What follows belongs to an exercise in optimizing a design on an open flow for small area; a production flow would make more cautious choices.
RTL that was checked went through simulation tests only; none was proved equivalent to the original.

==> v31: inputs <==
==> flow/design.v <==
package cpu_isa_pkg;
  localparam int data_width_lp = 32;
  localparam int lane_width_lp = 8;
  localparam int lane_count_lp = 4;
  localparam int reg_count_lp  = 16;
  localparam int opcode_msb_lp = 31;
  localparam int opcode_lsb_lp = 28;
  localparam int rd_msb_lp     = 27;
  localparam int rd_lsb_lp     = 24;
  localparam int rs1_msb_lp    = 23;
  localparam int rs1_lsb_lp    = 20;
  localparam int rs2_msb_lp    = 19;
  localparam int rs2_lsb_lp    = 16;
  localparam int imm_width_lp  = 16;
  localparam int imm_lsb_lp    = 0;
  localparam int imm_msb_lp    = imm_lsb_lp + imm_width_lp - 1;
  typedef logic [$clog2(reg_count_lp)-1:0] reg_addr_t;
  typedef logic [lane_count_lp-1:0][lane_width_lp-1:0] lane_vec_t;
  typedef enum logic [3:0] {
    op_nop, op_add, op_sub, op_and, op_or, op_addi,
    op_vadd, op_vsub, op_vand, op_vor, op_vadds,
    op_lw, op_sw, op_vlw, op_vsw
  } opcode_e;
  typedef enum logic [1:0] {alu_add, alu_sub, alu_and, alu_or} alu_op_e;
  typedef struct packed {
    logic                 reg_we;
    logic                 is_vector;
    logic                 use_imm;
    logic                 broadcast;
    logic                 mem_read;
    logic                 mem_write;
    alu_op_e alu_op;
  } ctrl_t;
  typedef struct packed {
    ctrl_t                                 ctrl;
    reg_addr_t                rd;
    logic [data_width_lp-1:0] rs1_s;
    logic [data_width_lp-1:0] rs2_s;
    lane_vec_t                rs1_v;
    lane_vec_t                rs2_v;
    logic [data_width_lp-1:0] imm;
  } id_ex_t;
  typedef struct packed {
    ctrl_t                                 ctrl;
    reg_addr_t                rd;
    logic [data_width_lp-1:0] result_s;
    lane_vec_t                result_v;
    logic [data_width_lp-1:0] store_data;
  } ex_mem_t;
endpackage
`timescale 1ns/1ns
module fetch_stage (
  input  logic        clk_i,
  input  logic        arst_n_i,
  input  logic [31:0] inst_i,
  output logic [31:0] pc_o,
  output logic [31:0] inst_o,
  output logic        a_vec_o,
  output logic        b_vec_o
);
  logic [31:0] pc_q;
  logic [3:0]  op_q;
  logic [27:0] fields_q;
  logic [3:0]  op_in;
  logic        a_vec_q, b_vec_q;
  assign op_in = inst_i[31:28];
  always_ff @(posedge clk_i or negedge arst_n_i) begin
    if (!arst_n_i) begin
      pc_q <= '0;
      op_q <= '0;
    end else begin
      pc_q <= pc_q + 1'b1;
      op_q <= inst_i[31:28];
    end
  end
  always_ff @(posedge clk_i) begin
    fields_q <= inst_i[27:0];
    a_vec_q  <= (op_in >= 4'd6) && (op_in <= 4'd10);
    b_vec_q  <= ((op_in >= 4'd6) && (op_in <= 4'd9)) || (op_in == 4'd14);
  end
  assign pc_o   = pc_q;
  assign inst_o  = {op_q, fields_q};
  assign a_vec_o = a_vec_q;
  assign b_vec_o = b_vec_q;
endmodule
`timescale 1ns/1ns
module register_file (
  input  logic        clk_i,
  input  logic        arst_n_i,
  input  logic [4:0]  ra_addr_i,
  input  logic [4:0]  rb_addr_i,
  output logic [31:0] ra_data_o,
  output logic [31:0] rb_data_o,
  input  logic        wr_we_i,
  input  logic [4:0]  wr_addr_i,
  input  logic [31:0] wr_data_i
);
  logic [31:0] data_q [32];
  logic [31:0] valid_q;
  always_ff @(posedge clk_i) begin
    for (int i = 0; i < 32; i++) begin
      if (wr_we_i && wr_addr_i == 5'(i)) data_q[i] <= wr_data_i;
    end
  end
  always_ff @(posedge clk_i or negedge arst_n_i) begin
    if (!arst_n_i) begin
      valid_q <= '0;
    end else begin
      for (int i = 0; i < 32; i++) begin
        if (wr_we_i && wr_addr_i == 5'(i)) valid_q[i] <= 1'b1;
      end
    end
  end
  always_comb begin
    ra_data_o = '0;
    rb_data_o = '0;
    for (int i = 0; i < 32; i++) begin
      ra_data_o = ra_data_o | ({32{valid_q[i] && ra_addr_i == 5'(i)}} & data_q[i]);
      rb_data_o = rb_data_o | ({32{valid_q[i] && rb_addr_i == 5'(i)}} & data_q[i]);
    end
  end
endmodule
`timescale 1ns/1ns
module decode_stage (
  input  logic        clk_i,
  input  logic        arst_n_i,
  input  logic [31:0] inst_i,
  input  logic        a_vec_i,
  input  logic        b_vec_i,
  output logic [4:0]  ra_addr_o,
  output logic [4:0]  rb_addr_o,
  input  logic [31:0] ra_data_i,
  input  logic [31:0] rb_data_i,
  output logic [3:0]  ex_op_o,
  output logic [3:0]  ex_rd_o,
  output logic [15:0] ex_imm_o,
  output logic [31:0] ex_a_o,
  output logic [31:0] ex_b_o
);
  assign ra_addr_o = {a_vec_i, inst_i[23:20]};
  assign rb_addr_o = {b_vec_i, inst_i[19:16]};
  always_ff @(posedge clk_i or negedge arst_n_i) begin
    if (!arst_n_i) begin
      ex_op_o <= '0;
    end else begin
      ex_op_o <= inst_i[31:28];
    end
  end
  always_ff @(posedge clk_i) begin
    ex_rd_o  <= inst_i[27:24];
    ex_imm_o <= inst_i[15:0];
    ex_a_o   <= ra_data_i;
    ex_b_o   <= rb_data_i;
  end
endmodule
`timescale 1ns/1ns
module execute_stage (
  input  logic        clk_i,
  input  logic        arst_n_i,
  input  logic [3:0]  op_i,
  input  logic [3:0]  rd_i,
  input  logic [15:0] imm_i,
  input  logic [31:0] a_i,
  input  logic [31:0] b_i,
  output logic        we_o,
  output logic        vec_o,
  output logic        rd_mem_o,
  output logic        wr_mem_o,
  output logic [3:0]  rd_o,
  output logic [31:0] res_o,
  output logic [31:0] sd_o
);
  logic        lanes, use_imm, sub, is_and, is_or, bcast;
  logic        we, vec, rd_mem, wr_mem;
  logic [31:0] b_op, b_add, sum, res;
  logic        gap_a, gap_b;
  logic [35:0] add_a, add_b, add_s;
  always_comb begin
    lanes   = (op_i >= 4'd6) && (op_i <= 4'd10);
    bcast   = (op_i == 4'd10);
    use_imm = (op_i == 4'd5) || ((op_i >= 4'd11) && (op_i <= 4'd14));
    sub     = (op_i == 4'd2) || (op_i == 4'd7);
    is_and  = (op_i == 4'd3) || (op_i == 4'd8);
    is_or   = (op_i == 4'd4) || (op_i == 4'd9);
    we      = ((op_i >= 4'd1) && (op_i <= 4'd11)) || (op_i == 4'd13);
    vec     = lanes || (op_i == 4'd13);
    rd_mem  = (op_i == 4'd11) || (op_i == 4'd13);
    wr_mem  = (op_i == 4'd12) || (op_i == 4'd14);
  end
  assign b_op  = use_imm ? {{16{imm_i[15]}}, imm_i} : (bcast ? {4{b_i[7:0]}} : b_i);
  assign b_add = sub ? ~b_op : b_op;
  assign gap_a = !lanes || sub;
  assign gap_b = lanes && sub;
  assign add_a = {a_i[31:24], gap_a, a_i[23:16], gap_a, a_i[15:8], gap_a, a_i[7:0], 1'b1};
  assign add_b = {b_add[31:24], gap_b, b_add[23:16], gap_b, b_add[15:8], gap_b, b_add[7:0], sub};
  assign add_s = add_a + add_b;
  assign sum   = {add_s[35:28], add_s[26:19], add_s[17:10], add_s[8:1]};
  assign res = is_and ? (a_i & b_i) :
               is_or  ? (a_i | b_i) : sum;
  always_ff @(posedge clk_i or negedge arst_n_i) begin
    if (!arst_n_i) begin
      we_o     <= 1'b0;
      wr_mem_o <= 1'b0;
    end else begin
      we_o     <= we;
      wr_mem_o <= wr_mem;
    end
  end
  always_ff @(posedge clk_i) begin
    vec_o    <= vec;
    rd_mem_o <= rd_mem;
    rd_o     <= rd_i;
    res_o    <= res;
    sd_o     <= b_i;
  end
endmodule
`timescale 1ns/1ns
module memory_stage (
  input  logic        clk_i,
  input  logic        arst_n_i,
  input  logic        we_i,
  input  logic        vec_i,
  input  logic        rd_mem_i,
  input  logic        wr_mem_i,
  input  logic [3:0]  rd_i,
  input  logic [31:0] res_i,
  input  logic [31:0] sd_i,
  input  logic [31:0] data_mem_out_data_i,
  output logic [31:0] data_mem_address_o,
  output logic [31:0] data_mem_in_data_o,
  output logic        data_mem_we_o,
  output logic        wr_we_o,
  output logic [4:0]  wr_addr_o,
  output logic [31:0] wr_data_o
);
  assign data_mem_address_o = res_i;
  assign data_mem_in_data_o = sd_i;
  assign data_mem_we_o      = wr_mem_i;
  always_ff @(posedge clk_i or negedge arst_n_i) begin
    if (!arst_n_i) begin
      wr_we_o <= 1'b0;
    end else begin
      wr_we_o <= we_i;
    end
  end
  always_ff @(posedge clk_i) begin
    wr_addr_o <= {vec_i, rd_i};
    wr_data_o <= rd_mem_i ? data_mem_out_data_i : res_i;
  end
endmodule
`timescale 1ns/1ns
module vector_cpu (
  input  logic                                  clk_i,
  input  logic                                  arst_n_i,
  input  logic [cpu_isa_pkg::data_width_lp-1:0] inst_mem_data_i,
  output logic [cpu_isa_pkg::data_width_lp-1:0] inst_mem_address_o,
  input  logic [cpu_isa_pkg::data_width_lp-1:0] data_mem_out_data_i,
  output logic [cpu_isa_pkg::data_width_lp-1:0] data_mem_address_o,
  output logic [cpu_isa_pkg::data_width_lp-1:0] data_mem_in_data_o,
  output logic                                  data_mem_we_o
);
  logic [31:0] inst_id;
  logic        a_vec, b_vec;
  logic [4:0]  ra_addr, rb_addr;
  logic [31:0] ra_data, rb_data;
  logic [3:0]  ex_op;
  logic [3:0]  ex_rd;
  logic [15:0] ex_imm;
  logic [31:0] ex_a, ex_b;
  logic        mem_we, mem_vec, mem_rd_mem, mem_wr_mem;
  logic [3:0]  mem_rd;
  logic [31:0] mem_res, mem_sd;
  logic        wr_we;
  logic [4:0]  wr_addr;
  logic [31:0] wr_data;
  fetch_stage u_fetch (
    .clk_i   (clk_i),
    .arst_n_i(arst_n_i),
    .inst_i  (inst_mem_data_i),
    .pc_o    (inst_mem_address_o),
    .inst_o  (inst_id),
    .a_vec_o (a_vec),
    .b_vec_o (b_vec)
  );
  register_file u_regfile (
    .clk_i    (clk_i),
    .arst_n_i (arst_n_i),
    .ra_addr_i(ra_addr),
    .rb_addr_i(rb_addr),
    .ra_data_o(ra_data),
    .rb_data_o(rb_data),
    .wr_we_i  (wr_we),
    .wr_addr_i(wr_addr),
    .wr_data_i(wr_data)
  );
  decode_stage u_decode (
    .clk_i      (clk_i),
    .arst_n_i   (arst_n_i),
    .inst_i     (inst_id),
    .a_vec_i    (a_vec),
    .b_vec_i    (b_vec),
    .ra_addr_o  (ra_addr),
    .rb_addr_o  (rb_addr),
    .ra_data_i  (ra_data),
    .rb_data_i  (rb_data),
    .ex_op_o    (ex_op),
    .ex_rd_o    (ex_rd),
    .ex_imm_o   (ex_imm),
    .ex_a_o     (ex_a),
    .ex_b_o     (ex_b)
  );
  execute_stage u_execute (
    .clk_i   (clk_i),
    .arst_n_i(arst_n_i),
    .op_i    (ex_op),
    .rd_i    (ex_rd),
    .imm_i   (ex_imm),
    .a_i     (ex_a),
    .b_i     (ex_b),
    .we_o    (mem_we),
    .vec_o   (mem_vec),
    .rd_mem_o(mem_rd_mem),
    .wr_mem_o(mem_wr_mem),
    .rd_o    (mem_rd),
    .res_o   (mem_res),
    .sd_o    (mem_sd)
  );
  memory_stage u_memory (
    .clk_i              (clk_i),
    .arst_n_i           (arst_n_i),
    .we_i               (mem_we),
    .vec_i              (mem_vec),
    .rd_mem_i           (mem_rd_mem),
    .wr_mem_i           (mem_wr_mem),
    .rd_i               (mem_rd),
    .res_i              (mem_res),
    .sd_i               (mem_sd),
    .data_mem_out_data_i(data_mem_out_data_i),
    .data_mem_address_o (data_mem_address_o),
    .data_mem_in_data_o (data_mem_in_data_o),
    .data_mem_we_o      (data_mem_we_o),
    .wr_we_o            (wr_we),
    .wr_addr_o          (wr_addr),
    .wr_data_o          (wr_data)
  );
endmodule
==> flow/flow/run.sh <==
#!/bin/bash
# Layout flow: the standard ORFS flow (the standard.sh make call) with
#  - an area-oriented ABC script for the combinational logic when
#    flow/abc_area.script is present (registers are mapped exactly as in the
#    standard synthesis, before ABC runs; the standard flow's synthesis wrapper is kept),
#  - small buffers on the ports,
#  - its own clock tree settings, placement density and timing margin.
# Each tool's full output is in its ORFS log under orfs/logs; make's own
# output goes to make.log and the DEF export's to write_def.log.
set -euo pipefail
W=$PWD
SYN=$W/synth_recipe.tcl
if [ -f "$W/flow/abc_area.script" ]; then
  {
    head -n 1 synth_recipe.tcl
    echo "proc abc {args} { set i [lsearch \$args -script]; lset args [expr {\$i+1}] $W/flow/abc_area.script; yosys abc {*}\$args }"
    tail -n +2 synth_recipe.tcl
  } > synth_area.tcl
  SYN=$W/synth_area.tcl
fi

make -C "$FLOW_HOME" DESIGN_CONFIG="$FLOW_CONFIG" WORK_HOME="$W/orfs" CLKGATE_MAP_FILE= \
  SYNTH_SCRIPT="$SYN" CAP_MARGIN=20 CORE_MARGIN=2 CORE_UTILIZATION=40 PLACE_DENSITY=0.6 SLEW_MARGIN=20 \
  BUFFER_PORTS_ARGS="-buffer_cell sky130_fd_sc_hd__buf_1" \
  CTS_ARGS="-sink_clustering_enable -repair_clock_nets -dont_use_dummy_load -root_buf sky130_fd_sc_hd__clkbuf_16 -buf_list sky130_fd_sc_hd__clkbuf_16 -sink_clustering_size 24 -sink_clustering_max_diameter 80"  \
  finish > "$W/make.log" 2>&1

R=$W/orfs/results/$FLOW_PLATFORM/vector_cpu/base
: # left out here: write the final layout as DEF
==> flow/flow/abc_area.script <==
&get -n
&st
&syn2
&dch -f
&nf -p -R 1000
&st
&syn2
&dch -f
&nf -p -R 1000
&put
topo
stime -c
==> flow/standard.sh <==
#!/bin/bash
# synth_recipe.tcl (not shown) runs the flow's synth.tcl, then flattens the netlist and writes it again
# the make line also repeats each setting of config.mk as NAME=value (left out here)
make -C /OpenROAD-flow-scripts/flow DESIGN_CONFIG=/design/flow/config.mk WORK_HOME=/design/flow/orfs CLKGATE_MAP_FILE= SYNTH_SCRIPT=/design/flow/synth_recipe.tcl "${@:-finish}"
==> flow/config.mk <==
export PLATFORM = sky130hd
export DESIGN_NAME = vector_cpu
export DESIGN_NICKNAME = vector_cpu
export VERILOG_FILES = /design/flow/design.v
export SDC_FILE = /design/flow/constraint.sdc
export NUM_CORES = 4
export LEC_CHECK = 0
export CAP_MARGIN = 20
export CORE_MARGIN = 2
export CORE_UTILIZATION = 40
export SLEW_MARGIN = 20
==> flow/constraint.sdc <==
create_clock -name core_clock -period 6.0 [get_ports {clk_i}]
set_input_delay 1.2000 -clock core_clock [delete_from_list [all_inputs] [get_ports {clk_i}]]
set_output_delay 1.2000 -clock core_clock [all_outputs]
set_load 0.01 [all_outputs]
==> inputs of v15, as changes to v31 <==
--- a/flow/design.v
+++ b/flow/design.v
@@ -132,24 +132,62 @@
   input  logic [31:0] ra_data_i,
   input  logic [31:0] rb_data_i,
-  output logic [3:0]  ex_op_o,
+  output logic        ex_we_o,
+  output logic        ex_vec_o,
+  output logic        ex_rd_mem_o,
+  output logic        ex_wr_mem_o,
   output logic [3:0]  ex_rd_o,
-  output logic [15:0] ex_imm_o,
-  output logic [31:0] ex_a_o,
-  output logic [31:0] ex_b_o
+  output logic [31:0] ex_res_o,
+  output logic [31:0] ex_sd_o
 );
+  logic [3:0]  op;
+  logic        a_vec, lanes, use_imm, sub, is_and, is_or, bcast;
+  logic        we, vec, rd_mem, wr_mem;
+  logic [31:0] imm, b_op, b_add, sum, res;
+  assign op = inst_i[31:28];
+  always_comb begin
+    a_vec   = (op >= 4'd6) && (op <= 4'd10);
+    lanes   = a_vec;
+    bcast   = (op == 4'd10);
+    use_imm = (op == 4'd5) || ((op >= 4'd11) && (op <= 4'd14));
+    sub     = (op == 4'd2) || (op == 4'd7);
+    is_and  = (op == 4'd3) || (op == 4'd8);
+    is_or   = (op == 4'd4) || (op == 4'd9);
+    we      = ((op >= 4'd1) && (op <= 4'd11)) || (op == 4'd13);
+    vec     = a_vec || (op == 4'd13);
+    rd_mem  = (op == 4'd11) || (op == 4'd13);
+    wr_mem  = (op == 4'd12) || (op == 4'd14);
+  end
   assign ra_addr_o = {a_vec_i, inst_i[23:20]};
   assign rb_addr_o = {b_vec_i, inst_i[19:16]};
+  assign imm   = {{16{inst_i[15]}}, inst_i[15:0]};
+  assign b_op  = use_imm ? imm : (bcast ? {4{rb_data_i[7:0]}} : rb_data_i);
+  assign b_add = sub ? ~b_op : b_op;
+  logic        gap_a, gap_b;
+  logic [35:0] add_a, add_b, add_s;
+  assign gap_a = !lanes || sub;
+  assign gap_b = lanes && sub;
+  assign add_a = {ra_data_i[31:24], gap_a, ra_data_i[23:16], gap_a,
+                  ra_data_i[15:8], gap_a, ra_data_i[7:0], 1'b1};
+  assign add_b = {b_add[31:24], gap_b, b_add[23:16], gap_b,
+                  b_add[15:8], gap_b, b_add[7:0], sub};
+  assign add_s = add_a + add_b;
+  assign sum   = {add_s[35:28], add_s[26:19], add_s[17:10], add_s[8:1]};
+  assign res = is_and ? (ra_data_i & rb_data_i) :
+               is_or  ? (ra_data_i | rb_data_i) : sum;
   always_ff @(posedge clk_i or negedge arst_n_i) begin
     if (!arst_n_i) begin
-      ex_op_o <= '0;
+      ex_we_o     <= 1'b0;
+      ex_wr_mem_o <= 1'b0;
     end else begin
-      ex_op_o <= inst_i[31:28];
+      ex_we_o     <= we;
+      ex_wr_mem_o <= wr_mem;
     end
   end
   always_ff @(posedge clk_i) begin
-    ex_rd_o  <= inst_i[27:24];
-    ex_imm_o <= inst_i[15:0];
-    ex_a_o   <= ra_data_i;
-    ex_b_o   <= rb_data_i;
+    ex_vec_o    <= vec;
+    ex_rd_mem_o <= rd_mem;
+    ex_rd_o     <= inst_i[27:24];
+    ex_res_o    <= res;
+    ex_sd_o     <= rb_data_i;
   end
 endmodule
@@ -158,9 +196,11 @@
   input  logic        clk_i,
   input  logic        arst_n_i,
-  input  logic [3:0]  op_i,
+  input  logic        we_i,
+  input  logic        vec_i,
+  input  logic        rd_mem_i,
+  input  logic        wr_mem_i,
   input  logic [3:0]  rd_i,
-  input  logic [15:0] imm_i,
-  input  logic [31:0] a_i,
-  input  logic [31:0] b_i,
+  input  logic [31:0] res_i,
+  input  logic [31:0] sd_i,
   output logic        we_o,
   output logic        vec_o,
@@ -171,31 +211,4 @@
   output logic [31:0] sd_o
 );
-  logic        lanes, use_imm, sub, is_and, is_or, bcast;
-  logic        we, vec, rd_mem, wr_mem;
-  logic [31:0] b_op, b_add, sum, res;
-  logic        gap_a, gap_b;
-  logic [35:0] add_a, add_b, add_s;
-  always_comb begin
-    lanes   = (op_i >= 4'd6) && (op_i <= 4'd10);
-    bcast   = (op_i == 4'd10);
-    use_imm = (op_i == 4'd5) || ((op_i >= 4'd11) && (op_i <= 4'd14));
-    sub     = (op_i == 4'd2) || (op_i == 4'd7);
-    is_and  = (op_i == 4'd3) || (op_i == 4'd8);
-    is_or   = (op_i == 4'd4) || (op_i == 4'd9);
-    we      = ((op_i >= 4'd1) && (op_i <= 4'd11)) || (op_i == 4'd13);
-    vec     = lanes || (op_i == 4'd13);
-    rd_mem  = (op_i == 4'd11) || (op_i == 4'd13);
-    wr_mem  = (op_i == 4'd12) || (op_i == 4'd14);
-  end
-  assign b_op  = use_imm ? {{16{imm_i[15]}}, imm_i} : (bcast ? {4{b_i[7:0]}} : b_i);
-  assign b_add = sub ? ~b_op : b_op;
-  assign gap_a = !lanes || sub;
-  assign gap_b = lanes && sub;
-  assign add_a = {a_i[31:24], gap_a, a_i[23:16], gap_a, a_i[15:8], gap_a, a_i[7:0], 1'b1};
-  assign add_b = {b_add[31:24], gap_b, b_add[23:16], gap_b, b_add[15:8], gap_b, b_add[7:0], sub};
-  assign add_s = add_a + add_b;
-  assign sum   = {add_s[35:28], add_s[26:19], add_s[17:10], add_s[8:1]};
-  assign res = is_and ? (a_i & b_i) :
-               is_or  ? (a_i | b_i) : sum;
   always_ff @(posedge clk_i or negedge arst_n_i) begin
     if (!arst_n_i) begin
@@ -203,14 +216,14 @@
       wr_mem_o <= 1'b0;
     end else begin
-      we_o     <= we;
-      wr_mem_o <= wr_mem;
+      we_o     <= we_i;
+      wr_mem_o <= wr_mem_i;
     end
   end
   always_ff @(posedge clk_i) begin
-    vec_o    <= vec;
-    rd_mem_o <= rd_mem;
+    vec_o    <= vec_i;
+    rd_mem_o <= rd_mem_i;
     rd_o     <= rd_i;
-    res_o    <= res;
-    sd_o     <= b_i;
+    res_o    <= res_i;
+    sd_o     <= sd_i;
   end
 endmodule
@@ -264,8 +277,7 @@
   logic [4:0]  ra_addr, rb_addr;
   logic [31:0] ra_data, rb_data;
-  logic [3:0]  ex_op;
+  logic        ex_we, ex_vec, ex_rd_mem, ex_wr_mem;
   logic [3:0]  ex_rd;
-  logic [15:0] ex_imm;
-  logic [31:0] ex_a, ex_b;
+  logic [31:0] ex_res, ex_sd;
   logic        mem_we, mem_vec, mem_rd_mem, mem_wr_mem;
   logic [3:0]  mem_rd;
@@ -304,18 +316,22 @@
     .ra_data_i  (ra_data),
     .rb_data_i  (rb_data),
-    .ex_op_o    (ex_op),
+    .ex_we_o    (ex_we),
+    .ex_vec_o   (ex_vec),
+    .ex_rd_mem_o(ex_rd_mem),
+    .ex_wr_mem_o(ex_wr_mem),
     .ex_rd_o    (ex_rd),
-    .ex_imm_o   (ex_imm),
-    .ex_a_o     (ex_a),
-    .ex_b_o     (ex_b)
+    .ex_res_o   (ex_res),
+    .ex_sd_o    (ex_sd)
   );
   execute_stage u_execute (
     .clk_i   (clk_i),
     .arst_n_i(arst_n_i),
-    .op_i    (ex_op),
+    .we_i    (ex_we),
+    .vec_i   (ex_vec),
+    .rd_mem_i(ex_rd_mem),
+    .wr_mem_i(ex_wr_mem),
     .rd_i    (ex_rd),
-    .imm_i   (ex_imm),
-    .a_i     (ex_a),
-    .b_i     (ex_b),
+    .res_i   (ex_res),
+    .sd_i    (ex_sd),
     .we_o    (mem_we),
     .vec_o   (mem_vec),
--- a/flow/flow/run.sh
+++ b/flow/flow/run.sh
@@ -14,5 +14,5 @@
   {
     head -n 1 synth_recipe.tcl
-    echo "proc abc {args} { set i [lsearch \$args -script]; lset args [expr {\$i+1}] $W/flow/abc_area.script; yosys abc {*}\$args }"
+    echo "proc abc {args} { set i [lsearch \$args -script]; lset args [expr {\$i+1}] $W/flow/abc_area.script; yosys abc {*}\$args -dont_use sky130_fd_sc_hd__a222oi_1 }"
     tail -n +2 synth_recipe.tcl
   } > synth_area.tcl
@@ -21,7 +21,7 @@
 
 make -C "$FLOW_HOME" DESIGN_CONFIG="$FLOW_CONFIG" WORK_HOME="$W/orfs" CLKGATE_MAP_FILE= \
-  SYNTH_SCRIPT="$SYN" CAP_MARGIN=20 CORE_MARGIN=2 CORE_UTILIZATION=40 PLACE_DENSITY=0.6 SLEW_MARGIN=20 \
+  SYNTH_SCRIPT="$SYN" CAP_MARGIN=20 CORE_MARGIN=2 CORE_UTILIZATION=45 PLACE_DENSITY=0.6 SLEW_MARGIN=20 \
   BUFFER_PORTS_ARGS="-buffer_cell sky130_fd_sc_hd__buf_1" \
-  CTS_ARGS="-sink_clustering_enable -repair_clock_nets -dont_use_dummy_load -root_buf sky130_fd_sc_hd__clkbuf_16 -buf_list sky130_fd_sc_hd__clkbuf_16 -sink_clustering_size 24 -sink_clustering_max_diameter 80"  \
+  CTS_ARGS="-sink_clustering_enable -repair_clock_nets -dont_use_dummy_load -root_buf sky130_fd_sc_hd__clkbuf_16 -buf_list {sky130_fd_sc_hd__clkbuf_4 sky130_fd_sc_hd__clkbuf_8} -sink_clustering_buffer sky130_fd_sc_hd__clkbuf_4" SETUP_SLACK_MARGIN=0.2 \
   finish > "$W/make.log" 2>&1
 
==> impl_results.html <==
<table>
<tr><th>Metric</th><th>Value</th></tr>
<tr><th colspan="2">Run status</th></tr>
<tr><td>Outcome</td><td>finished clean</td></tr>
<tr><th colspan="2">Clock tree</th></tr>
<tr><td>Source-to-sink clock delay at the later pin of the worst-skew pair</td><td>0.71 ns</td></tr>
<tr><th colspan="2">Timing</th></tr>
<tr><td>Period minus WS final</td><td>5.37 ns</td></tr>
<tr><th colspan="2">Worst setup path</th></tr>
<tr><td>Library cell contributing the largest single delay on the critical path</td><td>sky130_fd_sc_hd__dfrtp_1</td></tr>
<tr><td>Maximum net fanout on the critical path</td><td>29</td></tr>
<tr><th colspan="2">GRT</th></tr>
<tr><td>Overall track demand over capacity in global routing</td><td>37.3%</td></tr>
<tr><th colspan="2">Yosys</th></tr>
<tr><td>Complex-gate fraction of the synthesized area</td><td>16.1%</td></tr>
<tr><td>Number of distinct library cells after synthesis</td><td>48</td></tr>
</table>
-- figures above: v31

==> impl_results.html <==
<table>
<tr><th>Metric</th><th>Value</th></tr>
<tr><th colspan="2">Run status</th></tr>
<tr><td>Outcome</td><td>finished clean</td></tr>
<tr><th colspan="2">Yosys</th></tr>
<tr><td>Complex-gate fraction of the synthesized area</td><td>18.0%</td></tr>
<tr><th colspan="2">Worst setup path</th></tr>
<tr><td>Maximum net fanout on the critical path</td><td>5</td></tr>
<tr><td>Cells on worst reg2reg path</td><td>30</td></tr>
<tr><td>Library cell contributing the largest single delay on the critical path</td><td>sky130_fd_sc_hd__or4_4</td></tr>
<tr><th colspan="2">GRT</th></tr>
<tr><td>Overall track demand over capacity in global routing</td><td>42.8%</td></tr>
<tr><th colspan="2">Clock tree</th></tr>
<tr><td>Source-to-sink clock delay at the later pin of the worst-skew pair</td><td>0.82 ns</td></tr>
</table>
-- figures above: v15

No functional check of the RTL was part of v15.

==> re-timing with driven ports <==
The flow's constraints put no driver on any port. The routed layouts listed below were extracted and timed again, unchanged, in two steps.
Step 1 (the two cells are an assumption about what drives the block):
set clk [get_ports {clk_i}]
set_driving_cell -lib_cell sky130_fd_sc_hd__clkbuf_16 $clk
set_driving_cell -lib_cell sky130_fd_sc_hd__buf_2 [delete_from_list [all_inputs] $clk]
Step 2, shift: input delay + t, output delay - t, t = (earliest + latest rising clock arrival at the registers) / 2. This alone moves slack from input paths to output paths.
Three values: ideal, step 1, step 2; two values: the first two.
run | shift t [ns] | slack for setup (ns) | cell pins on the clock port's net
v31 | 0.754 | 0.634 / 0.634 / 0.634 | 1
v15 | 0.862 | 0.293 / 0.293 / 0.293 | 1
After both steps setup and hold are still met in every run listed.
